This is an optimization exercise on Yosys and OpenROAD, whose aim is small area, a short achievable clock period and few clock cycles per item, not a production implementation. RTL that was checked went through simulation tests only; none was proved equivalent to the original. Function not checked in run 6: the RTL went through the layout flow alone. Power and IR drop assume default switching activity.

### flow/design.v
module limb_mul_sequencer #(
  parameter int W       = 32,
  parameter int LIMBS   = 4,
  parameter int MUL_LAT = 2
) (
  input  logic                   clk,
  input  logic                   rst,
  input  logic                   start,
  input  logic [W*LIMBS-1:0]     a,
  input  logic [W*LIMBS-1:0]     b,
  output logic                   busy,
  output logic [2*W*LIMBS-1:0]   product,
  output logic                   done,
  output logic                   mul_start,
  output logic [W-1:0]           mul_a,
  output logic [W-1:0]           mul_b,
  input  logic [2*W-1:0]         mul_product
);
  localparam int N  = W * LIMBS;      
  localparam int AW = 2 * W + 3;      
  localparam int LW = 2 * N - 2 * W;  
  localparam int PS = MUL_LAT + 1;    
  logic [N-1:0]    a_q, b_q;
  logic            act_q;
  logic [3:0]      t_q;
  logic [1:0]      isel_q, jsel_q;
  logic            busy_q;
  logic            accept;
  logic            ms_q;
  logic [W-1:0]    ma_q, mb_q;
  logic            v_q  [PS+1];
  logic            f_q  [PS+1];
  logic            s_q  [PS+1];
  logic            l_q  [PS+1];
  logic [2*W-1:0]  p_q;               
  logic [AW-1:0]   w_q;               
  logic [LW-1:0]   lo_q;              
  logic            done_q;
  logic [3:0]      t_nx;
  logic [1:0]      i_nx, j_nx;
  logic            newcol;
  logic [AW-1:0]   sum, cur;
  assign accept = start & ~busy_q & ~done_q;
  assign t_nx = t_q + 4'd1;
  always_comb begin
    i_nx = 2'd0; j_nx = 2'd0;
    case (t_nx)
      4'd0:  begin i_nx = 2'd0; j_nx = 2'd0; end
      4'd1:  begin i_nx = 2'd0; j_nx = 2'd1; end
      4'd2:  begin i_nx = 2'd1; j_nx = 2'd0; end
      4'd3:  begin i_nx = 2'd0; j_nx = 2'd2; end
      4'd4:  begin i_nx = 2'd1; j_nx = 2'd1; end
      4'd5:  begin i_nx = 2'd2; j_nx = 2'd0; end
      4'd6:  begin i_nx = 2'd0; j_nx = 2'd3; end
      4'd7:  begin i_nx = 2'd1; j_nx = 2'd2; end
      4'd8:  begin i_nx = 2'd2; j_nx = 2'd1; end
      4'd9:  begin i_nx = 2'd3; j_nx = 2'd0; end
      4'd10: begin i_nx = 2'd1; j_nx = 2'd3; end
      4'd11: begin i_nx = 2'd2; j_nx = 2'd2; end
      4'd12: begin i_nx = 2'd3; j_nx = 2'd1; end
      4'd13: begin i_nx = 2'd2; j_nx = 2'd3; end
      4'd14: begin i_nx = 2'd3; j_nx = 2'd2; end
      default: begin i_nx = 2'd3; j_nx = 2'd3; end
    endcase
  end
  always_comb begin
    case (t_q)
      4'd1, 4'd3, 4'd6, 4'd10, 4'd13, 4'd15: newcol = 1'b1;
      default:                               newcol = 1'b0;
    endcase
  end
  always_ff @(posedge clk) begin
    if (rst) begin
      act_q  <= 1'b0;
      busy_q <= 1'b0;
    end else if (accept) begin
      act_q  <= 1'b1;
      busy_q <= 1'b1;
    end else begin
      if (t_q == 4'd15) act_q <= 1'b0;
      busy_q <= act_q & (t_q != 4'd14) & (t_q != 4'd15);
    end
  end
  always_ff @(posedge clk) begin
    if (accept) begin
      t_q    <= '0;
      isel_q <= '0;
      jsel_q <= '0;
    end else begin
      t_q    <= t_nx;
      isel_q <= i_nx;
      jsel_q <= j_nx;
    end
  end
  always_ff @(posedge clk) begin
    if (!busy_q) begin
      a_q <= a;
      b_q <= b;
    end
  end
  always_ff @(posedge clk) begin
    ma_q <= a_q[isel_q*W +: W];
    mb_q <= b_q[jsel_q*W +: W];
  end
  always_ff @(posedge clk) begin
    if (rst) begin
      ms_q <= 1'b0;
      for (int k = 0; k <= PS; k++) v_q[k] <= 1'b0;
    end else begin
      ms_q   <= act_q;
      v_q[0] <= act_q;
      for (int k = 1; k <= PS; k++) v_q[k] <= v_q[k-1];
    end
  end
  always_ff @(posedge clk) begin
    f_q[0] <= (t_q == 4'd0);
    s_q[0] <= newcol;
    l_q[0] <= (t_q == 4'd15);
    for (int k = 1; k <= PS; k++) begin
      f_q[k] <= f_q[k-1];
      s_q[k] <= s_q[k-1];
      l_q[k] <= l_q[k-1];
    end
  end
  always_ff @(posedge clk) p_q <= mul_product;
  localparam int LV = $clog2(AW);
  logic [AW-1:0] pp [LV+1];
  logic [AW-1:0] gg [LV+1];
  logic [AW-1:0] xa, xb;
  assign xa = w_q;
  assign xb = AW'(p_q);
  assign pp[0] = xa ^ xb;
  assign gg[0] = xa & xb;
  for (genvar lv = 0; lv < LV; lv++) begin : g_lv
    for (genvar bi = 0; bi < AW; bi++) begin : g_bit
      if (((bi >> lv) & 1) == 1) begin : g_op
        assign gg[lv+1][bi] = gg[lv][bi] | (pp[lv][bi] & gg[lv][((bi >> lv) << lv) - 1]);
        assign pp[lv+1][bi] = pp[lv][bi] & pp[lv][((bi >> lv) << lv) - 1];
      end else begin : g_pass
        assign gg[lv+1][bi] = gg[lv][bi];
        assign pp[lv+1][bi] = pp[lv][bi];
      end
    end
  end
  assign sum = pp[0] ^ {gg[LV][AW-2:0], 1'b0};
  assign cur = f_q[PS] ? AW'(p_q) : sum;
  logic sh_q, kp_q;
  always_ff @(posedge clk) begin
    sh_q <= s_q[PS-2] & ~f_q[PS-1];
    kp_q <= ~s_q[PS-2];
  end
  logic [AW-1:0] w_nx;
  always_comb begin
    for (int k = 0; k < AW; k++) begin
      if (k + W < AW)
        w_nx[k] = (sh_q & sum[k+W]) | (kp_q & sum[k]) | (f_q[PS] & ((k + W < 2*W) ? p_q[(k+W) % (2*W)] : 1'b0));
      else
        w_nx[k] = kp_q & sum[k];
    end
  end
  always_ff @(posedge clk) begin
    w_q <= w_nx;
    if (v_q[PS-1] && s_q[PS-1]) lo_q <= {cur[W-1:0], lo_q[LW-1:W]};
  end
  always_ff @(posedge clk) begin
    if (rst) done_q <= 1'b0;
    else     done_q <= v_q[PS] & l_q[PS];
  end
  assign busy      = busy_q;
  assign done      = done_q;
  assign product   = {w_q[2*W-1:0], lo_q};
  assign mul_start = ms_q;
  assign mul_a     = ma_q;
  assign mul_b     = mb_q;
endmodule
### flow/flow/run.sh
#!/bin/bash
export BUFFER_PORTS_ARGS="-buffer_cell sky130_fd_sc_hd__buf_2"
export CTS_ARGS="-sink_clustering_enable -repair_clock_nets -sink_clustering_size 25 -sink_clustering_max_diameter 100 -dont_use_dummy_load"
bash standard.sh > standard.log 2>&1
### flow/standard.sh
#!/bin/bash
# synth_recipe.tcl (not shown) runs the flow's synth.tcl, then flattens the netlist and writes it again
# the make line also repeats each setting of config.mk as NAME=value (left out here)
make -C /OpenROAD-flow-scripts/flow DESIGN_CONFIG=/design/flow/config.mk WORK_HOME=/design/flow/orfs CLKGATE_MAP_FILE= SYNTH_SCRIPT=/design/flow/synth_recipe.tcl "${@:-finish}"
### flow/config.mk
export PLATFORM = sky130hd
export DESIGN_NAME = limb_mul_sequencer
export DESIGN_NICKNAME = limb_mul_sequencer
export VERILOG_FILES = /design/flow/design.v
export SDC_FILE = /design/flow/constraint.sdc
export NUM_CORES = 4
export LEC_CHECK = 0
export ABC_AREA = 1
export CAP_MARGIN = 20
export CORE_MARGIN = 2
export CORE_UTILIZATION = 50
export CTS_CLUSTER_DIAMETER = 100
export CTS_CLUSTER_SIZE = 25
export SETUP_SLACK_MARGIN = 5
export SLEW_MARGIN = 20
### flow/constraint.sdc
create_clock -name core_clock -period 8.0 [get_ports {clk}]
set_input_delay 1.6000 -clock core_clock [delete_from_list [all_inputs] [get_ports {clk}]]
set_output_delay 1.6000 -clock core_clock [all_outputs]
set_load 0.01 [all_outputs]
==> qor.yml, run 1 <==
layout:
  fin_cells: 3420
  syn_to_final_growth_pct: 18.9
  seqCellArea_mm2: 0.0179
  nFillCells: 4261
  multi_input_area_mm2: 0.00652
  final_nets: 3133
  drive_gt1_share_pct: 28.7
clock_network:
  worstSkewPairLatency_ns: 0.64
  cts.sinks: 671
  numCtsBuffers: 31
  clkTransAtPathRegs_ns: 0.09
  cts-root-buf: "clkbuf_16"
  cts_tree: "done"
  clk_path_buf_depth: 3
  cts_htree_levels: 1
setup_path:
  path_buf_inv: 1
  max_stage_delay_ns: 0.48
  critPathRequiredTime_ns: 6.40
  worstSetupStartpointType: "register"
  path_cells: "buf_2"
  critPathArrivalTime_ns: 1.30
  cp_max_fo: 2
  critPathSlowestCell: "edfxtp_1"
  critPathCaptureType: "output port"
  critPathTopFamily: "flip-flops"
  setup.worst_path.class: "reg2out"
synthesis:
  yosysTopAreaCell: "edfxtp_1"
  synth-seq-cells: 671
  avgSynthCellArea_um2: 12.0
  async_flop_share_pct: 0
  synth_cell_types: 52
  syn_nets: 2498
  synth_area_mm2: 0.0253
  yosys_warnings: 7
  synthTopCellsByCount: "448 x edfxtp_1, 383 x nand2_1, 223 x dfxtp_1"
  postSynthCellCount: 2098
  seq_area_frac_synth_pct: 70.9
  synth_flop_cell: "edfxtp_1"
  synth_area_leaders: "edfxtp_1 53%, dfxtp_1 18%, nand2_1 5.7%"
  yosysTopAreaCellShare_pct: 53.2
  yosysMostFrequentCell: "edfxtp_1"
  synth-edff-count: 448
global_route:
  grt_pass1_wl_um: 106000
  grt_max_degree: 192
  grt_pass1_vias: 16800
  overflow: 0
  grt_usage_pct: 27.3
  grt_antenna_before_repair: 21
timing:
  finClkSkew_ns: 0.0606
  report.final.setup_viol: 0
  slew_viol_final: 0
  setup_ws_ns: 5.10
  setup_tns_ns: 0
  hold_violations: 0
  fin_crit_ns: 2.90
  tightest_slew_ns: 1.24
  period_share_pct: 36.2
  max_freq_mhz: 345
  slew_headroom_pct: 17.4
  rsz0062_at_grt: "no"
die:
  start_util_pct: 50.5
  core_area_mm2: 0.0501
  row_count: 82
  die_w_um: 229
  fp.dieH_um: 229
  dieArea_mm2: 0.0524
  ioPinCount: 646
drt:
  vias_per_cell: 5.17
  detail-route-antenna-nets: 0
  drt_iter0_markers: 1447
  wl_per_cell_um: 21.5
  dr_total_vias: 17700
  wl_um: 73600
  drtPass1Iterations: 5
  drc: 0
placement:
  dpl.cell_count: 3364
  hpwl_um: 55200
  port_buffers: 645
  place.gp.congestion: 0.882
  pre_cts_slack_ns: 4.93
power_and_ir_drop:
  leakage_nw: 13.0
  ir_drop_mv: 0.302
  power_density_mw_per_mm2: 342
flow_run:
  cap_violations: 0
outcome:
  status: "finished clean"
hold_path:
  hp-class: "reg2reg"
[layout make-up]
cell class	instances	share of cell area, %
timing repair buffer	665	11.3
sequential	671	59.6
tap	672	2.80
multi-input combinational	1216	21.7
clock buffer	31	2.58
inverter	148	1.89
antenna	17	0.142
[path summary, 6_finish.rpt]
path              cells past startpoint           startpoint  slack (ns)             endpoint
setup reg to reg                      4    v_q[2]$_SDFF_PP0_        5.18  lo_q[191]$_DFFE_PP_
hold reg to reg                       0       l_q[1]$_DFF_P_        0.33       l_q[2]$_DFF_P_
setup / recovery                      1  lo_q[110]$_DFFE_PP_        5.10         product[110]
hold / removal                        0       l_q[1]$_DFF_P_        0.33       l_q[2]$_DFF_P_
[cell usage in the layout (no fill, tap or decap), types with 3 or more instances in the layout]
cell type / instances
nor3_1: 7
inv_1: 133
buf_2: 645
clkinv_1: 4
a21oi_2: 14
diode_2: 17
inv_2: 7
fa_1: 6
nand3b_1: 25
xnor2_1: 4
nand2_4: 5
a21o_1: 3
or2_2: 4
edfxtp_1: 448
o22ai_1: 65
nand3_2: 21
o21ai_0: 157
clkbuf_16: 31
dfxtp_1: 219
nand2_1: 382
nand3_1: 120
a211oi_1: 5
a21oi_1: 54
a21boi_0: 5
nor2_1: 215
dfxtp_2: 3
nand2_2: 17
xor2_1: 5
nor2_4: 3
o21bai_1: 5
ha_1: 71
buf_4: 18
[kinds of logic (layout without fill, tap and decap cells)]
family | Yosys count | in the layout | share of synthesized area [%]
other cells | 0 | 17 | 0
flops | 671 | 671 | 70.9
simple gates | 807 | 808 | 14.1
buf+inv | 212 | 844 | 3.45
xor+xnor | 9 | 9 | 0.312
fa+ha+maj | 77 | 77 | 3.99
compound gates | 322 | 322 | 7.28
[flip-flops by register name, summed over array words and instances (netlist names)]
register,flops
a_q,128
act_q,1
b_q,128
busy_q,1
done_q,1
f_q,4
isel_q,2
jsel_q,2
kp_q,1
l_q,4
lo_q,192
ma_q,32
mb_q,32
ms_q,1
p_q,64
s_q,3
sh_q,1
t_q,4
v_q,3
w_q,67
[per-stage QoR]
step / util [%] / cell area, µm² / power (W) / hold WS [ns]
floorplan: - / 25300 / 0.00722 / 0.310
CTS: 59.8 / 29900 / 0.0103 / 0.336
finish: 60.0 / 30100 / 0.0103 / 0.333
global placement: 58.2 / 29200 / 0.00852 / 0.311
global route: 60.0 / 30100 / 0.0110 / 0.342
detailed placement: 58.2 / 29200 / 0.00858 / 0.314
[report_power, final]
part | internal [W] | leakage, nW | switching [W]
Sequential | 0.00434 | 6.19 | 0.000274
Combinational | 0.00133 | 6.43 | 0.00265
Clock | 0.000690 | 0.382 | 0.00101
[metal layers]
layer | vias to the layer above | GRT usage (%) | share of wire (%)
met5 | - | 0 | 0.045
met4 | 6 | 9.70 | 3.5
met3 | 109 | 6.52 | 7.3
met2 | 605 | 44.4 | 47
met1 | 8423 | 35.9 | 42
li1 | 8525 | - | -
[what timing repair did]
| action | in CTS | in global routing |
|---|---|---|
| hold buffers | 0 | 0 |
| endpoints found under the hold margin | 0 | 0 |
| cloned | 0 | 1 |
| endpoints found under the setup margin | 91 | 14 |
| gates resized for setup | 2 | 2 |
| pin swaps | 0 | 1 |
| buffers inserted | 0 | 7 |
Testbench counts, summed over its fixed seeds: cycles 25,648, items 1,600.
==> run 2: changes to the inputs <==
==> flow/flow/run.sh (replaced) <==
#!/bin/bash
export BUFFER_PORTS_ARGS="-buffer_cell sky130_fd_sc_hd__buf_1"
export CTS_ARGS="-sink_clustering_enable -repair_clock_nets -sink_clustering_size 25 -sink_clustering_max_diameter 100 -dont_use_dummy_load -sink_clustering_levels 1"
bash standard.sh > standard.log 2>&1
==> qor.yml, run 2 <==
outcome:
  status: "finished clean"
setup_path:
  critPathArrivalTime_ns: 1.35  # +0.05 ns
  critPathRequiredTime_ns: 6.40  # about the same
  critPathCaptureType: "output port"
  path_buf_inv: 1  # unchanged
  setup.worst_path.class: "reg2out"
  max_stage_delay_ns: 0.44  # -0.04 ns
  cp_max_fo: 2  # unchanged
  path_cells: "buf_1"
  critPathSlowestCell: "edfxtp_1"
  critPathTopFamily: "flip-flops"
  worstSetupStartpointType: "register"
layout:
  reg.largest.list: "lo_q (192), a_q (128), b_q (128)"
  final_cell_mix: "643 x buf_1, 448 x edfxtp_1, 382 x nand2_1, 219 x dfxtp_1, 215 x nor2_1"
  syn_to_final_growth_pct: 15.4
  largest_reg_flops: 192  # unchanged
  final_nets: 3125  # -0.26%
  final_common_cell: "buf_1"
  drive_gt1_share_pct: 4.85  # -24 points
  final_cell_area_mm2: 0.0292  # -3.0%
  top_register: "lo_q"
synthesis:
  synth_area_leaders: "edfxtp_1 53%, dfxtp_1 18%, nand2_1 5.7%"
  synth-edff-count: 448  # unchanged
  synth-seq-cells: 671  # unchanged
  synth_flop_cell: "edfxtp_1"
  synth_cell_types: 52  # unchanged
  syn_nets: 2498  # unchanged
  yosysMostFrequentCell: "edfxtp_1"
  yosysTopAreaCell: "edfxtp_1"
  synth_area_mm2: 0.0253  # unchanged
  synthTopCellsByCount: "448 x edfxtp_1, 383 x nand2_1, 223 x dfxtp_1"
  yosysTopAreaCellShare_pct: 53.2  # unchanged
  async_flop_share_pct: 0  # unchanged
  yosys_warnings: 7  # unchanged
  postSynthCellCount: 2098  # unchanged
  avgSynthCellArea_um2: 12.0  # unchanged
  seq_area_frac_synth_pct: 70.9  # unchanged
global_route:
  grt_antenna_before_repair: 13  # -38%
  overflow: 0  # unchanged
  grt_pass1_vias: 16700  # -0.62%
  grt_max_degree: 193  # +0.52%
  grt_pass1_wl_um: 105000  # -1.5%
  grt_usage_pct: 26.6  # -0.70 points
clock_network:
  cts_tree: "done"
  worstSkewPairLatency_ns: 0.63  # about the same
  cts_htree_levels: 1  # unchanged
  cts-hold-fix-buffers: 0  # unchanged
  cts.sinks: 671  # unchanged
  cts-root-buf: "clkbuf_16"
  clk_path_buf_depth: 3  # unchanged
  numCtsBuffers: 30  # -3.2%
  clkTransAtPathRegs_ns: 0.10  # about the same
power_and_ir_drop:
  power_density_mw_per_mm2: 347  # +1.2%
  switchingPower_w: 0.00391  # -0.62%
  p_sw_share_pct: 38.6  # +0.45 points
  p_clk_share_pct: 16.6  # about the same
  ir_drop_mv: 0.215  # -29%
  leakage_nw: 11.2  # -14%
  comb_power_share_pct: 37.6  # -1.1 points
  internal_power_w: 0.00620  # -2.5%
  seqPwrFrac_pct: 45.8  # +1.0 points
placement:
  hpwl_um: 53600  # -3.0%
  place.gp.congestion: 0.902  # +2.3%
  port_buffers: 645  # unchanged
  place_area_mm2: 0.0284  # -2.7%
drt:
  dr_total_vias: 17700  # +0.096%
  wl_um: 72000  # -2.2%
  vias_per_cell: 5.20  # +0.57%
  drc: 0  # unchanged
  detail-route-antenna-nets: 0  # unchanged
  drt_iter0_markers: 1357  # -6.2%
  drtPass1Iterations: 6  # +1
  wl_per_cell_um: 21.2  # -1.8%
hold_path:
  hp-class: "reg2reg"
timing:
  finClkSkew_ns: 0.0452  # -0.0155 ns
  report.final.setup_viol: 0  # unchanged
  max_freq_mhz: 339  # -1.8%
  holdWs_ns: 0.334  # +0.000777 ns
  slew_viol_final: 0  # unchanged
  period_share_pct: 36.9  # +0.66 points
  rsz0062_at_grt: "no"
  tightest_slew_ns: 1.13  # -0.105 ns
  hold_violations: 0  # unchanged
  slew_headroom_pct: 24.4  # +7.0 points
  fin_crit_ns: 2.95  # +0.0525 ns
  setup_tns_ns: 0  # unchanged
die:
  row_count: 82  # unchanged
  start_util_pct: 50.5  # unchanged
  fp.dieH_um: 229  # unchanged
  die_w_um: 229  # unchanged
  core_area_mm2: 0.0501  # unchanged
  dieArea_mm2: 0.0524  # unchanged
  ioPinCount: 646  # unchanged
flow_run:
  cap_violations: 0  # unchanged
run 2: cell counts after synthesis:
Identical to the previous run, type by type.
run 2: final timing paths:
check | from | end | slack, ns | cells after the start
worst min-delay path | l_q[2]$_DFF_P_ | l_q[3]$_DFF_P_ | 0.33 | 0
worst max register to register | w_q[0]$_DFF_P_ | w_q[0]$_DFF_P_ | 5.19 | 15
worst min register to register | l_q[2]$_DFF_P_ | l_q[3]$_DFF_P_ | 0.33 | 0
worst max-delay path | lo_q[161]$_DFFE_PP_ | product[161] | 5.05 | 1
run 2: layout make-up:
cell class,count,area [µm²]
repair buffers,658,2550
inverters,148,567
well taps,672,841
multi-input cells,1216,6520
fillers,4337,20900
flip-flops and latches,671,17900
clock buffers,30,751
diodes,9,22.5
run 2: logic make-up (layout without fill, tap and decap cells):
kind of cell	count (synthesis)	after routing	share of synthesized area (%)
buf+inv	212	836	3.45
compound gates	322	322	7.28
flops	671	671	70.9
simple gates	807	808	14.1
xor+xnor	9	9	0.312
other cells	0	9	0
fa+ha+maj	77	77	3.99
run 2: repair_timing:
item	in CTS	in global routing
hold endpoints to repair	0	0
gates cloned	0	1
setup buffers	0	0
endpoints found under the setup margin	3	8
resized for setup	1	4
pin swaps	0	1
run 2: power groups by stage:
| stage | clock, W | sequential, W | combinational [W] |
|---|---|---|---|
| finish | 0.00167 | 0.00463 | 0.00380 |
| global route | 0.00182 | 0.00468 | 0.00425 |
| CTS | 0.00171 | 0.00463 | 0.00378 |
| detailed placement | 0 | 0.00471 | 0.00376 |
| global placement | 0 | 0.00470 | 0.00370 |
| floorplan | 0 | 0.00480 | 0.00242 |
run 2: per-layer routing:
metal  part of all wire [%]  vias to the layer above  global-route usage [%]
met4                    2.8                        8                    7.26
met1                     41                     8453                    35.1
li1                       -                     8496                       -
met3                    7.6                       97                    6.10
met5                  0.076                        -                       0
met2                     48                      631                    44.4
run 2: per-stage QoR:
| stage | instances | setup slack (ns) | power, W | util [%] |
|---|---|---|---|---|
| final | 3404 | 5.05 | 0.0101 | 58.3 |
| after global routing | 3404 | 5.01 | 0.0107 | 58.3 |
| after CTS | 3394 | 5.01 | 0.0101 | 58.2 |
| after detailed placement | 3364 | 4.93 | 0.00847 | 56.7 |
| after global placement | 3364 | 5.01 | 0.00839 | 56.7 |
| after floorplan | 2098 | 3.43 | 0.00722 | - |
==> run 3: changes to the inputs <==
--- a/flow/design.v
+++ b/flow/design.v
@@ -24,5 +24,5 @@
   logic            act_q;
   logic [3:0]      t_q;
-  logic [1:0]      isel_q, jsel_q;
+  logic [3:0]      isel_q, jsel_q;    
   logic            busy_q;
   logic            accept;
@@ -85,10 +85,10 @@
     if (accept) begin
       t_q    <= '0;
-      isel_q <= '0;
-      jsel_q <= '0;
+      isel_q <= 4'b0001;
+      jsel_q <= 4'b0001;
     end else begin
       t_q    <= t_nx;
-      isel_q <= i_nx;
-      jsel_q <= j_nx;
+      isel_q <= 4'b0001 << i_nx;
+      jsel_q <= 4'b0001 << j_nx;
     end
   end
@@ -100,6 +100,8 @@
   end
   always_ff @(posedge clk) begin
-    ma_q <= a_q[isel_q*W +: W];
-    mb_q <= b_q[jsel_q*W +: W];
+    ma_q <= ({W{isel_q[0]}} & a_q[0*W +: W]) | ({W{isel_q[1]}} & a_q[1*W +: W])
+          | ({W{isel_q[2]}} & a_q[2*W +: W]) | ({W{isel_q[3]}} & a_q[3*W +: W]);
+    mb_q <= ({W{jsel_q[0]}} & b_q[0*W +: W]) | ({W{jsel_q[1]}} & b_q[1*W +: W])
+          | ({W{jsel_q[2]}} & b_q[2*W +: W]) | ({W{jsel_q[3]}} & b_q[3*W +: W]);
   end
   always_ff @(posedge clk) begin
==> flow/flow/run.sh (replaced) <==
#!/bin/bash
export BUFFER_PORTS_ARGS="-buffer_cell sky130_fd_sc_hd__buf_1"
export CTS_ARGS="-sink_clustering_enable -repair_clock_nets -sink_clustering_size 25 -sink_clustering_max_diameter 100 -dont_use_dummy_load"
bash standard.sh > standard.log 2>&1
--- a/flow/config.mk
+++ b/flow/config.mk
@@ -12,4 +12,4 @@
 export CTS_CLUSTER_DIAMETER = 100
 export CTS_CLUSTER_SIZE = 25
-export SETUP_SLACK_MARGIN = 5
+export SETUP_SLACK_MARGIN = 0.2
 export SLEW_MARGIN = 20
==> qor.yml, run 3 <==
power_and_ir_drop:
  ir_drop_mv: 0.213  # -0.92%
  p_total_w: 0.00976  # -3.4%
  p_sw_share_pct: 37.2  # -1.5 points
  comb_power_share_pct: 33.3  # -4.3 points
  seqPwrFrac_pct: 49.2  # +3.4 points
  internal_power_w: 0.00613  # -1.1%
  p_clk_share_pct: 17.5  # +0.9 points
  switchingPower_w: 0.00363  # -7.1%
  leakage_nw: 11.2  # +0.45%
  power_density_mw_per_mm2: 338  # -2.6%
timing:
  report.final.setup_viol: 0  # unchanged
  rsz0062_at_grt: "no"
  period_share_pct: 38.9  # +2.0 points
  setup_tns_ns: 0  # unchanged
  slew_viol_final: 0  # unchanged
  holdWs_ns: 0.336  # +0.00240 ns
  finClkSkew_ns: 0.0381  # -0.00705 ns
  fin_crit_ns: 3.11  # +0.160 ns
  slew_headroom_pct: 26.3  # +1.9 points
  hold_violations: 0  # unchanged
  tightest_slew_ns: 1.11  # -0.0291 ns
  max_freq_mhz: 322  # -5.1%
synthesis:
  async_flop_share_pct: 0  # unchanged
  yosys_warnings: 7  # unchanged
  synth-edff-count: 448  # unchanged
  yosysTopAreaCell: "edfxtp_1"
  synth-seq-cells: 675  # +0.60%
  seq_area_frac_synth_pct: 71.9  # +1.0 points
  synth_area_leaders: "edfxtp_1 54%, dfxtp_1 18%, nand2_1 9.6%"
  synth_area_mm2: 0.0250  # -0.99%
  synth_cell_types: 45  # -13%
  yosysTopAreaCellShare_pct: 53.8  # +0.53 points
  postSynthCellCount: 2100  # +0.095%
  synthTopCellsByCount: "639 x nand2_1, 448 x edfxtp_1, 227 x dfxtp_1"
  syn_nets: 2497  # -0.040%
  synth_flop_cell: "edfxtp_1"
  yosysMostFrequentCell: "nand2_1"
  avgSynthCellArea_um2: 11.9  # -1.1%
placement:
  port_buffers: 645  # unchanged
  dpl.cell_count: 3367  # +0.089%
  hpwl_um: 55200  # +2.9%
  place.gp.congestion: 0.938  # +4.0%
die:
  die_w_um: 228  # -0.49%
  fp.dieH_um: 228  # -0.49%
  start_util_pct: 50.9  # +0.43 points
  row_count: 81  # -1.2%
  dieArea_mm2: 0.0519  # -0.97%
  core_area_mm2: 0.0492  # -1.8%
  ioPinCount: 646  # unchanged
drt:
  highest_layer: "met5"
  wl_um: 73100  # +1.5%
  dr_total_vias: 17700  # -0.0057%
  drt_iter0_markers: 1365  # +0.59%
  detail-route-antenna-nets: 0  # unchanged
  dr_wl_met2_um: 35200  # +1.7%
  routedLengthMet1_um: 30600  # +2.7%
  drtPass1Iterations: 5  # -1
  vias_per_cell: 5.20  # about the same
  drc: 0  # unchanged
  wl_per_cell_um: 21.5  # +1.6%
  wl_met3_um: 5410  # -1.7%
clock_network:
  ctsResizeCount: 0  # -1
  cts.sinks: 675  # +0.60%
  clkTransAtPathRegs_ns: 0.09  # about the same
  cts_htree_levels: 1  # unchanged
  cts-root-buf: "clkbuf_16"
  cts-hold-fix-buffers: 0  # unchanged
  clk_path_buf_depth: 3  # unchanged
  worstSkewPairLatency_ns: 0.61  # -0.02 ns
  post-cts-setup-buffer-count: 0  # unchanged
  numCtsBuffers: 31  # +3.3%
  cts_tree: "done"
global_route:
  overflow: 0  # unchanged
  grt_pass1_vias: 16500  # -1.0%
  grt_usage_pct: 27.3  # +0.76 points
  grt_antenna_before_repair: 7  # -6
  grt_pass1_wl_um: 107000  # +2.0%
  grt_max_degree: 130  # -33%
setup_path:
  reg2reg_from: "w_q[0]$_DFF_P_"
  critPathCaptureType: "register"
  worstSetupStartpointType: "register"
  reg2reg_depth: 15  # unchanged
  setup.worst_path.class: "reg2reg"
  critPathRequiredTime_ns: 8.49  # +2.09 ns
  rr_endpoint: "w_q[0]$_DFF_P_"
  critPathArrivalTime_ns: 3.60  # +2.25 ns
  r2r_slack_ns: 4.89  # -0.30 ns
  cp_max_fo: 33  # +31
flow_run:
  cap_violations: 0  # unchanged
layout:
  syn_to_final_growth_pct: 15.6
  final_cell_mix: "645 x buf_1, 639 x nand2_1, 448 x edfxtp_1, 219 x dfxtp_1, 139 x inv_1"
  top_register: "lo_q"
  largest_reg_flops: 192  # unchanged
  reg.largest.list: "lo_q (192), a_q (128), b_q (128)"
  final_common_cell: "buf_1"
  drive_gt1_share_pct: 3.80  # -1.0 points
  final_nets: 3133  # +0.26%
  fin_cells: 3403  # -0.029%
hold_path:
  holdPathEnd: "l_q[1]$_DFF_P_"
  hold_depth: 0  # unchanged
  worstHoldStart: "l_q[0]$_DFF_P_"
  hp-class: "reg2reg"
outcome:
  status: "finished clean"
## run 3: area by class of cell
class                   instances  area (µm²)
multi-input cells            1226        6240
well taps                     664         831
repair buffers                653        2480
flip-flops and latches        675       18000
diodes                          5        12.5
inverters                     149         578
clock buffers                  31         776
fillers                      4258       20200
## run 3: layer usage
| layer | vias to the layer above | track usage, % |
|---|---|---|
| li1 | 8401 | - |
| met1 | 8549 | 36.7 |
| met2 | 644 | 45.6 |
| met3 | 88 | 5.68 |
| met4 | 2 | 6.99 |
| met5 | - | 0 |
## run 3: worst max-delay path by stage
stage               slack (ns)                to              start
floorplan                 2.10  a_q[0]$_DFFE_PN_  busy_q$_SDFF_PP0_
global placement          4.95    w_q[0]$_DFF_P_     w_q[0]$_DFF_P_
detailed placement        4.91   w_q[33]$_DFF_P_     w_q[0]$_DFF_P_
CTS                       4.89   w_q[33]$_DFF_P_     w_q[0]$_DFF_P_
global route              4.66   w_q[33]$_DFF_P_     p_q[0]$_DFF_P_
finish                    4.89    w_q[0]$_DFF_P_     w_q[0]$_DFF_P_
## run 3: critical path, stage by stage (launching register included)
cell,delay [ns]
dfxtp_1,0.35
ha_1,0.15
inv_1,0.04
fa_1,0.40
inv_1,0.07
nand3_1,0.06
nand2_1,0.09
nand2_1,0.06
nand2_2,0.15
nand2_2,0.08
nand2_2,0.28
nand2_1,0.15
nand2_4,0.40
fa_1,0.50
inv_1,0.07
o211ai_1,0.09
## run 3: cells by family (layout without fill, tap and decap cells)
family,after synthesis,in the layout,synth area share [%]
simple gates,1010,1010,17.7
flops,675,675,71.9
buf+inv,199,833,3.15
compound gates,132,132,3.02
fa+ha+maj,74,74,3.88
xor+xnor,10,10,0.350
other cells,0,5,0
## run 3: power groups by stage
stage | registers (W) | logic, W | clock network [W]
2_1_floorplan | 0.00483 | 0.00217 | 0
3_3_place_gp | 0.00487 | 0.00319 | 0
3_5_place_dp | 0.00488 | 0.00323 | 0
4_1_cts | 0.00480 | 0.00324 | 0.00175
5_1_grt | 0.00486 | 0.00368 | 0.00186
6_report | 0.00480 | 0.00325 | 0.00171
## run 3: metrics by stage
stage               utilization [%]  worst slack, ns  area (µm²)
detailed placement             57.2             4.91       28100
global placement               57.2             4.95       28100
floorplan                         -             2.10       25000
CTS                            58.8             4.89       28900
finish                         58.8             4.89       28900
global route                   58.8             4.66       28900
Testbench counts of run 3, summed over its fixed seeds: cycles 25,648, items 1,600.
==> run 4: changes to the inputs <==
--- a/flow/config.mk
+++ b/flow/config.mk
@@ -12,4 +12,4 @@
 export CTS_CLUSTER_DIAMETER = 100
 export CTS_CLUSTER_SIZE = 25
-export SETUP_SLACK_MARGIN = 0.2
+export SETUP_SLACK_MARGIN = 4.8
 export SLEW_MARGIN = 20
==> qor.yml, run 4 <==
drt:
  drt_iter0_markers: 1367  # +0.15%
  drtPass1Iterations: 5  # unchanged
  drc: 0  # unchanged
  detail-route-antenna-nets: 0  # unchanged
  vias_per_cell: 5.19  # -0.22%
  dr_total_vias: 17700  # -0.040%
  wl_um: 73400  # +0.44%
  wl_per_cell_um: 21.5  # +0.26%
layout:
  fin_cells: 3409  # +0.18%
  reg.largest.list: "lo_q (192), a_q (128), b_q (128)"
  final_core_util_pct: 59.0  # +0.15 points
  drive_gt1_share_pct: 3.95  # +0.14 points
  final_nets: 3136  # +0.096%
  syn_to_final_growth_pct: 15.9
  final_common_cell: "buf_1"
  final_cell_mix: "645 x buf_1, 638 x nand2_1, 448 x edfxtp_1, 219 x dfxtp_1, 139 x inv_1"
  largest_reg_flops: 192  # unchanged
  top_register: "lo_q"
power_and_ir_drop:
  seqPwrFrac_pct: 48.7  # -0.5 points
  power_density_mw_per_mm2: 338  # +0.12%
  comb_power_share_pct: 33.8  # +0.5 points
  p_total_w: 0.00980  # +0.38%
  leakage_nw: 11.2  # +0.14%
  p_clk_share_pct: 17.5  # about the same
  switchingPower_w: 0.00365  # +0.73%
  p_sw_share_pct: 37.3  # +0.13 points
  ir_drop_mv: 0.244  # +14%
  internal_power_w: 0.00614  # +0.17%
setup_path:
  path_cells: "buf_1"
  rr_endpoint: "w_q[0]$_DFF_P_"
  cp_max_fo: 2  # -94%
  setup.worst_path.class: "reg2out"
  critPathArrivalTime_ns: 1.40  # -2.20 ns
  reg2reg_depth: 15  # unchanged
  worstSetupStartpointType: "register"
  reg2reg_from: "p_q[0]$_DFF_P_"
  critPathSlowestCell: "edfxtp_1"
  path_buf_inv: 1  # -2
  r2r_slack_ns: 5.11  # +0.22 ns
  critPathTopFamily: "flip-flops"
  max_stage_delay_ns: 0.43  # -0.07 ns
  critPathRequiredTime_ns: 6.40  # -2.09 ns
  critPathCaptureType: "output port"
synthesis:
  syn_nets: 2497  # unchanged
  synth_cell_types: 45  # unchanged
  async_flop_share_pct: 0  # unchanged
  yosys_warnings: 7  # unchanged
  yosysMostFrequentCell: "nand2_1"
  synth_flop_cell: "edfxtp_1"
  yosysTopAreaCellShare_pct: 53.8  # unchanged
  postSynthCellCount: 2100  # unchanged
  avgSynthCellArea_um2: 11.9  # unchanged
  synthTopCellsByCount: "639 x nand2_1, 448 x edfxtp_1, 227 x dfxtp_1"
  synth_area_leaders: "edfxtp_1 54%, dfxtp_1 18%, nand2_1 9.6%"
  synth_area_mm2: 0.0250  # unchanged
  seq_area_frac_synth_pct: 71.9  # unchanged
  yosysTopAreaCell: "edfxtp_1"
  synth-edff-count: 448  # unchanged
  synth-seq-cells: 675  # unchanged
die:
  start_util_pct: 50.9  # unchanged
  ioPinCount: 646  # unchanged
  core_area_mm2: 0.0492  # unchanged
  row_count: 81  # unchanged
  fp.dieH_um: 228  # unchanged
  dieArea_mm2: 0.0519  # unchanged
  die_w_um: 228  # unchanged
clock_network:
  clk_path_buf_depth: 3  # unchanged
  clkTransAtPathRegs_ns: 0.10  # about the same
  cts_tree: "done"
  cts.sinks: 675  # unchanged
  numCtsBuffers: 31  # unchanged
  cts_htree_levels: 1  # unchanged
  post-cts-setup-buffer-count: 0  # unchanged
  worstSkewPairLatency_ns: 0.64  # +0.03 ns
  cts-root-buf: "clkbuf_16"
  ctsResizeCount: 0  # unchanged
  cts-hold-fix-buffers: 0  # unchanged
placement:
  hpwl_um: 55800  # +1.1%
  port_buffers: 645  # unchanged
  dpl.cell_count: 3369  # +0.059%
  place.gp.congestion: 0.937  # -0.14%
timing:
  finClkSkew_ns: 0.0703  # +0.0322 ns
  setup_tns_ns: 0  # unchanged
  report.final.setup_viol: 0  # unchanged
  rsz0062_at_grt: "no"
  fin_crit_ns: 3.00  # -0.109 ns
  tightest_slew_ns: 1.10  # -0.00196 ns
  slew_viol_final: 0  # unchanged
  hold_violations: 0  # unchanged
  period_share_pct: 37.5  # -1.4 points
  max_freq_mhz: 333  # +3.6%
  slew_headroom_pct: 26.4  # +0.13 points
hold_path:
  worstHoldStart: "l_q[2]$_DFF_P_"
  hp-class: "reg2reg"
  hold_depth: 0  # unchanged
  holdPathEnd: "l_q[3]$_DFF_P_"
global_route:
  grt_usage_pct: 27.7  # +0.30 points
  grt_pass1_vias: 16700  # +0.85%
  grt_pass1_wl_um: 108000  # +1.1%
  grt_antenna_before_repair: 9  # +2
  grt_max_degree: 193  # +48%
  overflow: 0  # unchanged
outcome:
  status: "finished clean"
flow_run:
  cap_violations: 0  # unchanged
## run 4: cell families (layout without fill, tap and decap cells)
logic type	Yosys count	after routing	share of synthesized area [%]
simple gates	1010	1010	17.7
compound gates	132	132	3.02
buf+inv	199	836	3.15
other cells	0	8	0
fa+ha+maj	74	74	3.88
flops	675	675	71.9
xor+xnor	10	10	0.350
## run 4: worst max-delay path by stage
stage,to,slack [ns],depth (start not counted),from
finish,product[139],5.00,1,lo_q[139]$_DFFE_PP_
global route,w_q[0]$_DFF_P_,4.92,15,p_q[0]$_DFF_P_
CTS,w_q[0]$_DFF_P_,4.89,15,p_q[0]$_DFF_P_
detailed placement,w_q[32]$_DFF_P_,4.91,15,p_q[0]$_DFF_P_
global placement,w_q[0]$_DFF_P_,4.93,15,w_q[0]$_DFF_P_
floorplan,a_q[0]$_DFFE_PN_,3.43,1,busy_q$_SDFF_PP0_
## run 4: routing by layer
layer  GRT usage [%]  wire length (µm)  vias up
met5               0                24        -
met4            6.29              1680        4
met3            6.07              5610       82
met2            46.5             35700      654
met1            36.8             30400     8531
li1                -                 -     8406
## run 4: per-stage QoR
| stage | hold WS, ns | setup WS (ns) | instance area (µm²) |
|---|---|---|---|
| finish | 0.328 | 5.00 | 29000 |
| floorplan | 0.310 | 3.43 | 25000 |
| detailed placement | 0.312 | 4.91 | 28200 |
| global placement | 0.312 | 4.93 | 28200 |
| global route | 0.340 | 4.92 | 29000 |
| CTS | 0.328 | 4.89 | 28900 |
## run 4: cell type report
class,instances,area [µm²]
fill,4250,20200
sequential,675,18000
multi-input combinational,1226,6250
timing repair buffer,656,2540
tap,664,831
clock buffer,31,776
inverter,149,571
antenna,8,20.0
## run 4: power groups by stage
stage | clock network [W] | registers [W] | logic (W)
5_1_grt | 0.00187 | 0.00483 | 0.00373
3_3_place_gp | 0 | 0.00484 | 0.00324
2_1_floorplan | 0 | 0.00482 | 0.00218
3_5_place_dp | 0 | 0.00485 | 0.00329
4_1_cts | 0.00175 | 0.00477 | 0.00330
6_report | 0.00171 | 0.00477 | 0.00332
==> run 5: changes to the inputs <==
--- a/flow/config.mk
+++ b/flow/config.mk
@@ -12,4 +12,4 @@
 export CTS_CLUSTER_DIAMETER = 100
 export CTS_CLUSTER_SIZE = 25
-export SETUP_SLACK_MARGIN = 4.8
+export SETUP_SLACK_MARGIN = 5
 export SLEW_MARGIN = 20
==> qor.yml, run 5 <==
outcome:
  status: "finished clean"
drt:
  wl_per_cell_um: 21.7  # +0.59%
  wl_um: 73900  # +0.59%
  vias_per_cell: 5.20  # +0.19%
  drt_iter0_markers: 1393  # +1.9%
  detail-route-antenna-nets: 0  # unchanged
  dr_total_vias: 17700  # +0.19%
  drtPass1Iterations: 7  # +2
  drc: 0  # unchanged
timing:
  setup_tns_ns: 0  # unchanged
  setup_ws_ns: 5.04  # +0.0389 ns
  finClkSkew_ns: 0.0675  # -0.00276 ns
  report.final.setup_viol: 0  # unchanged
  rsz0062_at_grt: "no"
  tightest_slew_ns: 1.10  # +0.000317 ns
  period_share_pct: 37.0  # -0.49 points
  slew_viol_final: 0  # unchanged
  max_freq_mhz: 338  # +1.3%
  fin_crit_ns: 2.96  # -0.0389 ns
  hold_violations: 0  # unchanged
  slew_headroom_pct: 26.4  # about the same
setup_path:
  worstSetupStartpointType: "register"
  reg2reg_from: "p_q[0]$_DFF_P_"
  path_cells: "buf_1"
  path_buf_inv: 1  # unchanged
  critPathTopFamily: "flip-flops"
  startpoint: "lo_q[73]$_DFFE_PP_"
  critPathArrivalTime_ns: 1.36  # -0.04 ns
  setup.worst_path.class: "reg2out"
  cp_max_fo: 2  # unchanged
  max_stage_delay_ns: 0.53  # +0.10 ns
  critPathSlowestCell: "edfxtp_1"
  critPathCaptureType: "output port"
  critPathRequiredTime_ns: 6.40  # about the same
die:
  start_util_pct: 50.9  # unchanged
  row_count: 81  # unchanged
  dieArea_mm2: 0.0519  # unchanged
  die_w_um: 228  # unchanged
  ioPinCount: 646  # unchanged
  fp.dieH_um: 228  # unchanged
  core_area_mm2: 0.0492  # unchanged
global_route:
  grt_antenna_before_repair: 9  # unchanged
  grt_max_degree: 193  # unchanged
  grt_usage_pct: 27.6  # about the same
  grt_pass1_wl_um: 108000  # about the same
  grt_pass1_vias: 16700  # -0.072%
  overflow: 0  # unchanged
clock_network:
  cts_htree_levels: 1  # unchanged
  cts-root-buf: "clkbuf_16"
  cts.sinks: 675  # unchanged
  worstSkewPairLatency_ns: 0.64  # about the same
  cts_tree: "done"
  numCtsBuffers: 31  # unchanged
  clkTransAtPathRegs_ns: 0.09  # about the same
  post-cts-setup-buffer-count: 0  # unchanged
  cts-hold-fix-buffers: 0  # unchanged
  clk_path_buf_depth: 3  # unchanged
placement:
  pre_cts_slack_ns: 4.91  # unchanged
  hpwl_um: 55800  # unchanged
  port_buffers: 645  # unchanged
  place.gp.congestion: 0.937  # unchanged
layout:
  largest_reg_flops: 192  # unchanged
  final_nets: 3137  # +0.032%
  drive_gt1_share_pct: 4.20  # +0.25 points
  syn_to_final_growth_pct: 16.0
  final_common_cell: "buf_1"
  top_register: "lo_q"
  reg.largest.list: "lo_q (192), a_q (128), b_q (128)"
  final_cell_mix: "640 x buf_1, 637 x nand2_1, 448 x edfxtp_1, 219 x dfxtp_1, 139 x inv_1"
synthesis:
  synth_area_leaders: "edfxtp_1 54%, dfxtp_1 18%, nand2_1 9.6%"
  synth_flop_cell: "edfxtp_1"
  yosys_warnings: 7  # unchanged
  postSynthCellCount: 2100  # unchanged
  synth-seq-cells: 675  # unchanged
  seq_area_frac_synth_pct: 71.9  # unchanged
  synth-edff-count: 448  # unchanged
  avgSynthCellArea_um2: 11.9  # unchanged
  syn_nets: 2497  # unchanged
  async_flop_share_pct: 0  # unchanged
  synth_cell_types: 45  # unchanged
  synthTopCellsByCount: "639 x nand2_1, 448 x edfxtp_1, 227 x dfxtp_1"
  yosysTopAreaCellShare_pct: 53.8  # unchanged
  yosysTopAreaCell: "edfxtp_1"
  yosysMostFrequentCell: "nand2_1"
  synth_area_mm2: 0.0250  # unchanged
power_and_ir_drop:
  power_density_mw_per_mm2: 339  # +0.26%
  ir_drop_mv: 0.244  # +0.18%
  leakage_nw: 11.3  # +0.22%
  p_total_w: 0.00984  # +0.38%
flow_run:
  cap_violations: 0  # unchanged
hold_path:
  worstHoldStart: "l_q[2]$_DFF_P_"
  hp-class: "reg2reg"
run 5: path summary, 6_finish.rpt:
| path | to | slack (ns) | cells after the start |
|---|---|---|---|
| hold reg to reg | l_q[3]$_DFF_P_ | 0.33 | 0 |
| hold / removal | l_q[3]$_DFF_P_ | 0.33 | 0 |
| setup / recovery | product[73] | 5.04 | 1 |
| setup reg to reg | w_q[0]$_DFF_P_ | 5.25 | 15 |
run 5: power by group:
group	internal (W)	switching (W)	total [W]
registers	0.00435	0.000416	0.00477
logic	0.00111	0.00224	0.00335
clock network	0.000690	0.00103	0.00172
total	0.00615	0.00369	0.00984
run 5: metrics by stage:
stage | std cells | area (µm²) | util [%] | hold WS (ns)
CTS | 3400 | 28900 | 58.9 | 0.328
floorplan | 2100 | 25000 | - | 0.310
detailed placement | 3369 | 28200 | 57.3 | 0.312
global route | 3406 | 29000 | 59.0 | 0.340
global placement | 3369 | 28200 | 57.3 | 0.312
finish | 3409 | 29000 | 59.1 | 0.329
run 5: cell type report:
cell class              instances  area, µm²
diodes                          7       17.5
repair buffers                656       2540
clock buffers                  31        776
flip-flops and latches        675      18000
well taps                     664        831
fillers                      4246      20100
multi-input cells            1227       6280
inverters                     149        571
run 5: cell families (layout without fill, tap and decap cells):
logic type      after synthesis  count (layout)  share of synthesized area, %
xor+xnor                     10              10                         0.350
buf+inv                     199             836                          3.15
flops                       675             675                          71.9
simple gates               1010            1011                          17.7
other cells                   0               7                             0
compound gates              132             132                          3.02
fa+ha+maj                    74              74                          3.88
run 5: per-layer routing:
metal  global-route usage, %  up-vias  wire [µm]  part of all wire (%)
li1                        -     8412          -                     -
met1                    36.7     8522      30400                    41
met2                    46.5      685      35800                    48
met3                    6.18       88       5830                   7.9
met4                    6.41        4       1760                   2.4
met5                       0        -         24                 0.032
run 5: repair_timing:
item / CTS / global route
resized for setup: 4 / 6
endpoints found under the hold margin: 0 / 0
cloned: 0 / 1
pin swaps: 0 / 1
endpoints found under the setup margin: 9 / 24
==> run 6: changes to the inputs <==
--- a/flow/design.v
+++ b/flow/design.v
@@ -24,5 +24,5 @@
   logic            act_q;
   logic [3:0]      t_q;
-  logic [3:0]      isel_q, jsel_q;    
+  logic [1:0]      isel_q, jsel_q;
   logic            busy_q;
   logic            accept;
@@ -85,10 +85,10 @@
     if (accept) begin
       t_q    <= '0;
-      isel_q <= 4'b0001;
-      jsel_q <= 4'b0001;
+      isel_q <= '0;
+      jsel_q <= '0;
     end else begin
       t_q    <= t_nx;
-      isel_q <= 4'b0001 << i_nx;
-      jsel_q <= 4'b0001 << j_nx;
+      isel_q <= i_nx;
+      jsel_q <= j_nx;
     end
   end
@@ -100,8 +100,6 @@
   end
   always_ff @(posedge clk) begin
-    ma_q <= ({W{isel_q[0]}} & a_q[0*W +: W]) | ({W{isel_q[1]}} & a_q[1*W +: W])
-          | ({W{isel_q[2]}} & a_q[2*W +: W]) | ({W{isel_q[3]}} & a_q[3*W +: W]);
-    mb_q <= ({W{jsel_q[0]}} & b_q[0*W +: W]) | ({W{jsel_q[1]}} & b_q[1*W +: W])
-          | ({W{jsel_q[2]}} & b_q[2*W +: W]) | ({W{jsel_q[3]}} & b_q[3*W +: W]);
+    ma_q <= a_q[isel_q*W +: W];
+    mb_q <= b_q[jsel_q*W +: W];
   end
   always_ff @(posedge clk) begin
@@ -126,24 +124,32 @@
   end
   always_ff @(posedge clk) p_q <= mul_product;
-  localparam int LV = $clog2(AW);
-  logic [AW-1:0] pp [LV+1];
-  logic [AW-1:0] gg [LV+1];
-  logic [AW-1:0] xa, xb;
+  logic [AW-1:0] xa, xb, pg, gk;
   assign xa = w_q;
   assign xb = AW'(p_q);
-  assign pp[0] = xa ^ xb;
-  assign gg[0] = xa & xb;
-  for (genvar lv = 0; lv < LV; lv++) begin : g_lv
-    for (genvar bi = 0; bi < AW; bi++) begin : g_bit
-      if (((bi >> lv) & 1) == 1) begin : g_op
-        assign gg[lv+1][bi] = gg[lv][bi] | (pp[lv][bi] & gg[lv][((bi >> lv) << lv) - 1]);
-        assign pp[lv+1][bi] = pp[lv][bi] & pp[lv][((bi >> lv) << lv) - 1];
-      end else begin : g_pass
-        assign gg[lv+1][bi] = gg[lv][bi];
-        assign pp[lv+1][bi] = pp[lv][bi];
+  assign pg = xa ^ xb;
+  always_comb begin
+    logic [AW-1:0] g, p, gn, pn;
+    g = xa & xb;
+    p = pg;
+    for (int k = 1; k < AW; k += 2) begin
+      g[k] = g[k] | (p[k] & g[k-1]);
+      p[k] = p[k] & p[k-1];
+    end
+    for (int d = 2; d < AW; d = d * 2) begin
+      gn = g; pn = p;
+      for (int k = 1; k < AW; k += 2) begin
+        if (k >= d + 1) begin
+          gn[k] = g[k] | (p[k] & g[k-d]);
+          pn[k] = p[k] & p[k-d];
+        end
       end
+      g = gn; p = pn;
     end
+    for (int k = 2; k < AW; k += 2) begin
+      g[k] = g[k] | (p[k] & g[k-1]);
+    end
+    gk = g;
   end
-  assign sum = pp[0] ^ {gg[LV][AW-2:0], 1'b0};
+  assign sum = pg ^ {gk[AW-2:0], 1'b0};
   assign cur = f_q[PS] ? AW'(p_q) : sum;
   logic sh_q, kp_q;
==> qor.yml, run 6 <==
timing:
  hold_violations: 0  # unchanged
  slew_headroom_pct: 20.1  # -6.3 points
  holdWs_ns: 0.333  # +0.00432 ns
  setup_tns_ns: 0  # unchanged
  period_share_pct: 37.2  # +0.20 points
  finClkSkew_ns: 0.0384  # -0.0291 ns
  fin_crit_ns: 2.98  # +0.0158 ns
  slew_viol_final: 0  # unchanged
  tightest_slew_ns: 1.20  # +0.0946 ns
  report.final.setup_viol: 0  # unchanged
  rsz0062_at_grt: "yes"
  max_freq_mhz: 336  # -0.53%
placement:
  place_area_mm2: 0.0279  # -0.78%
  hpwl_um: 51900  # -6.9%
  place.gp.congestion: 0.891  # -4.9%
  port_buffers: 645  # unchanged
setup_path:
  startpoint: "lo_q[188]$_DFFE_PP_"
  path_buf_inv: 1  # unchanged
  critPathTopFamily: "flip-flops"
  critPathCaptureType: "output port"
  worstSetupStartpointType: "register"
  critPathRequiredTime_ns: 6.40  # about the same
  max_stage_delay_ns: 0.57  # +0.04 ns
  r2r_slack_ns: 5.07  # -0.18 ns
  path_cells: "buf_1"
  setup.worst_path.class: "reg2out"
  reg2reg_from: "w_q[47]$_DFF_P_"
  rr_endpoint: "w_q[28]$_DFF_P_"
  cp.depth: 1  # unchanged
  reg2reg_depth: 12  # -3
  critPathArrivalTime_ns: 1.38  # +0.02 ns
  critPathSlowestCell: "edfxtp_1"
  cp_max_fo: 2  # unchanged
clock_network:
  clkTransAtPathRegs_ns: 0.09  # about the same
  numCtsBuffers: 31  # unchanged
  clk_path_buf_depth: 3  # unchanged
  worstSkewPairLatency_ns: 0.62  # -0.02 ns
  cts_tree: "done"
  cts-root-buf: "clkbuf_16"
  cts_htree_levels: 1  # unchanged
  cts-hold-fix-buffers: 0  # unchanged
  cts.sinks: 671  # -0.59%
drt:
  wl_um: 68800  # -6.8%
  drtPass1Iterations: 5  # -2
  dr_total_vias: 16500  # -6.6%
  vias_per_cell: 5.15  # -0.84%
  drt_iter0_markers: 1218  # -13%
  wl_met3_um: 5560  # -4.6%
  highest_layer: "met5"
  routedLengthMet1_um: 28100  # -7.6%
  detail-route-antenna-nets: 0  # unchanged
  wl_per_cell_um: 21.4  # -1.1%
  drc: 0  # unchanged
  dr_wl_met2_um: 32900  # -8.1%
layout:
  final_common_cell: "buf_1"
  reg.largest.list: "lo_q (192), a_q (128), b_q (128)"
  largest_reg_flops: 192  # unchanged
  top_register: "lo_q"
  drive_gt1_share_pct: 5.02  # +0.82 points
  final_cell_mix: "642 x buf_1, 448 x edfxtp_1, 246 x nor2_1, 219 x dfxtp_1, 178 x o21ai_0"
  syn_to_final_growth_pct: 16.6
  final_nets: 2957  # -5.7%
  final_cell_area_mm2: 0.0289  # -0.48%
global_route:
  overflow: 0  # unchanged
  grt_max_degree: 169  # -12%
  grt_pass1_wl_um: 99100  # -8.3%
  grt_usage_pct: 26.0  # -1.6 points
  grt_antenna_before_repair: 26  # +17
  grt_pass1_vias: 16100  # -3.4%
synthesis:
  yosysTopAreaCellShare_pct: 54.3  # +0.52 points
  synth_compound_area_share_pct: 8.53  # +5.5 points
  yosysMostFrequentCell: "edfxtp_1"
  avgSynthCellArea_um2: 13.1  # +9.8%
  synthTopCellsByCount: "448 x edfxtp_1, 247 x nor2_1, 223 x dfxtp_1"
  synth-xor-area-share_pct: 1.17  # +0.82 points
  synth-seq-cells: 671  # -0.59%
  synth_flop_cell: "edfxtp_1"
  postSynthCellCount: 1895  # -9.8%
  synth_top_family_by_area: "compound AO/OA/AOI/OAI gates"
  muxShareOfSynthArea_pct: 0.273  # +0.27 points
  synth_area_leaders: "edfxtp_1 54%, dfxtp_1 18%, nor2_1 3.7%"
  synth_cell_types: 48  # +6.7%
  syn_nets: 2321  # -7.0%
  yosys_warnings: 5  # -2
  async_flop_share_pct: 0  # unchanged
  synth-simple-area-share_pct: 7.89  # -9.8 points
  synth-edff-count: 448  # unchanged
  synth_area_mm2: 0.0248  # -0.95%
  synthAdderAreaFrac_pct: 6.17  # +2.3 points
  seq_area_frac_synth_pct: 72.3  # +0.37 points
  yosysTopAreaCell: "edfxtp_1"
die:
  fp.dieH_um: 227  # -0.47%
  start_util_pct: 50.6  # -0.28 points
  die_w_um: 227  # -0.47%
  dieArea_mm2: 0.0514  # -0.94%
  ioPinCount: 646  # unchanged
  core_area_mm2: 0.0490  # -0.41%
  row_count: 81  # unchanged
power_and_ir_drop:
  power_density_mw_per_mm2: 339  # +0.14%
  p_total_w: 0.00980  # -0.34%
  leakage_nw: 10.5  # -6.3%
  ir_drop_mv: 0.240  # -1.7%
hold_path:
  hp-class: "reg2reg"
  holdPathEnd: "l_q[3]$_DFF_P_"
  hold_depth: 0  # unchanged
  worstHoldStart: "l_q[2]$_DFF_P_"
flow_run:
  cap_violations: 0  # unchanged
outcome:
  status: "finished clean"
==> run 6: changes by cell type in the layout (fill, tap and decap cells not counted), moves of 24 or more <==
| cell | change |
|---|---|
| a21oi_1 | -28 |
| nand3b_1 | -25 |
| inv_1 | +31 |
| fa_1 | +25 |
| nand2_1 | -464 |
| nand3_1 | -119 |
| o21ai_0 | +145 |
| o221ai_1 | +24 |
| o22ai_1 | +64 |
| nand4_1 | -64 |
| nor2_1 | +148 |
==> run 6: logic make-up (layout without fill, tap and decap cells) <==
logic type      count (synthesis)  count (layout)
compound gates                361             361
xor+xnor                       33              33
fa+ha+maj                     103             103
buf+inv                       242             876
flops                         671             671
mux                             6               6
other cells                     0              18
simple gates                  479             479
==> run 6: cell type report <==
cell class / count / area [µm²]
clock buffers: 31 / 776
inverters: 184 / 698
well taps: 664 / 831
multi-input cells: 982 / 6050
fillers: 4175 / 20100
flip-flops and latches: 671 / 17900
diodes: 18 / 45.0
repair buffers: 661 / 2560
==> run 6: power breakdown <==
part	internal (W)	switching [W]
registers	0.00434	0.000291
logic	0.00116	0.00231
clock network	0.000689	0.00100
total	0.00619	0.00361
==> run 6: worst max path at each step <==
stage	to	slack, ns
after floorplan	a_q[0]$_DFFE_PN_	3.43
after global placement	lo_q[185]$_DFFE_PP_	4.82
after detailed placement	lo_q[183]$_DFFE_PP_	4.79
after CTS	b_q[118]$_DFFE_PN_	5.01
after global routing	w_q[4]$_DFF_P_	4.99
final	product[188]	5.02
==> run 6: stage by stage <==
stage          instances  worst slack [ns]  util, %
3_3_place_gp        3159              4.82     57.1
4_1_cts             3190              5.01     58.7
5_1_grt             3208              4.99     59.0
6_report            3211              5.02     59.0
2_1_floorplan       1895              3.43        -
3_5_place_dp        3159              4.79     57.1
==> run 6: per-layer routing <==
layer / up-vias / global-route usage [%]
met4: 14 / 9.53
li1: 7831 / -
met5: - / 0
met1: 8015 / 33.2
met3: 111 / 7.13
met2: 571 / 42.5
==> run 6: timing repair <==
item,CTS,global route
setup endpoints to repair,16,97
gates resized for setup,6,22
pin swaps,0,6
setup buffers,0,3

==> re-timing with driven ports <==
How much do the figures lean on ideal ports? The routed layouts below were timed once more, with nothing changed but the port constraints.
Step 1: set_driving_cell puts a clkbuf_16 on clk and a buf_2 on each other input, an assumption about the parent block.
Step 2 moves the port delays by t, midway between the first and last clock arrival at a register: inputs arrive t later, outputs are due t later. That takes back most of the time a late clock gives input paths.
Slacks: ideal ports / drivers / drivers and shift; pairs: ideal ports / drivers.
| run | t, ns | setup slack, ns | hold WS [ns] | worst setup path at the end | worst slew at a driven data input, ns |
|---|---|---|---|---|---|
| run 1 | 0.647 | 5.103 / 5.042 / 4.960 | 0.333 / 0.333 / 0.333 | input to register | 0.11 |
| run 2 | 0.661 | 5.051 / 4.992 / 4.984 | 0.334 / 0.334 / 0.334 | input to register | 0.12 |
| run 3 | 0.655 | 4.891 / 4.891 / 4.891 | 0.336 / 0.336 / 0.336 | register to register | 0.15 |
| run 4 | 0.664 | 5.000 / 4.941 / 5.028 | 0.328 / 0.328 / 0.328 | input to register | 0.13 |
| run 5 | 0.668 | 5.039 / 4.980 / 5.018 | 0.329 / 0.329 / 0.329 | input to register | 0.14 |
| run 6 | 0.660 | 5.023 / 4.963 / 5.073 | 0.333 / 0.333 / 0.333 | register to register | 0.12 |
After both steps setup and hold are still met in every run listed. The setup slack of run 1, which loses most, moves by -0.061 ns with the drivers and by -0.143 ns with both steps.
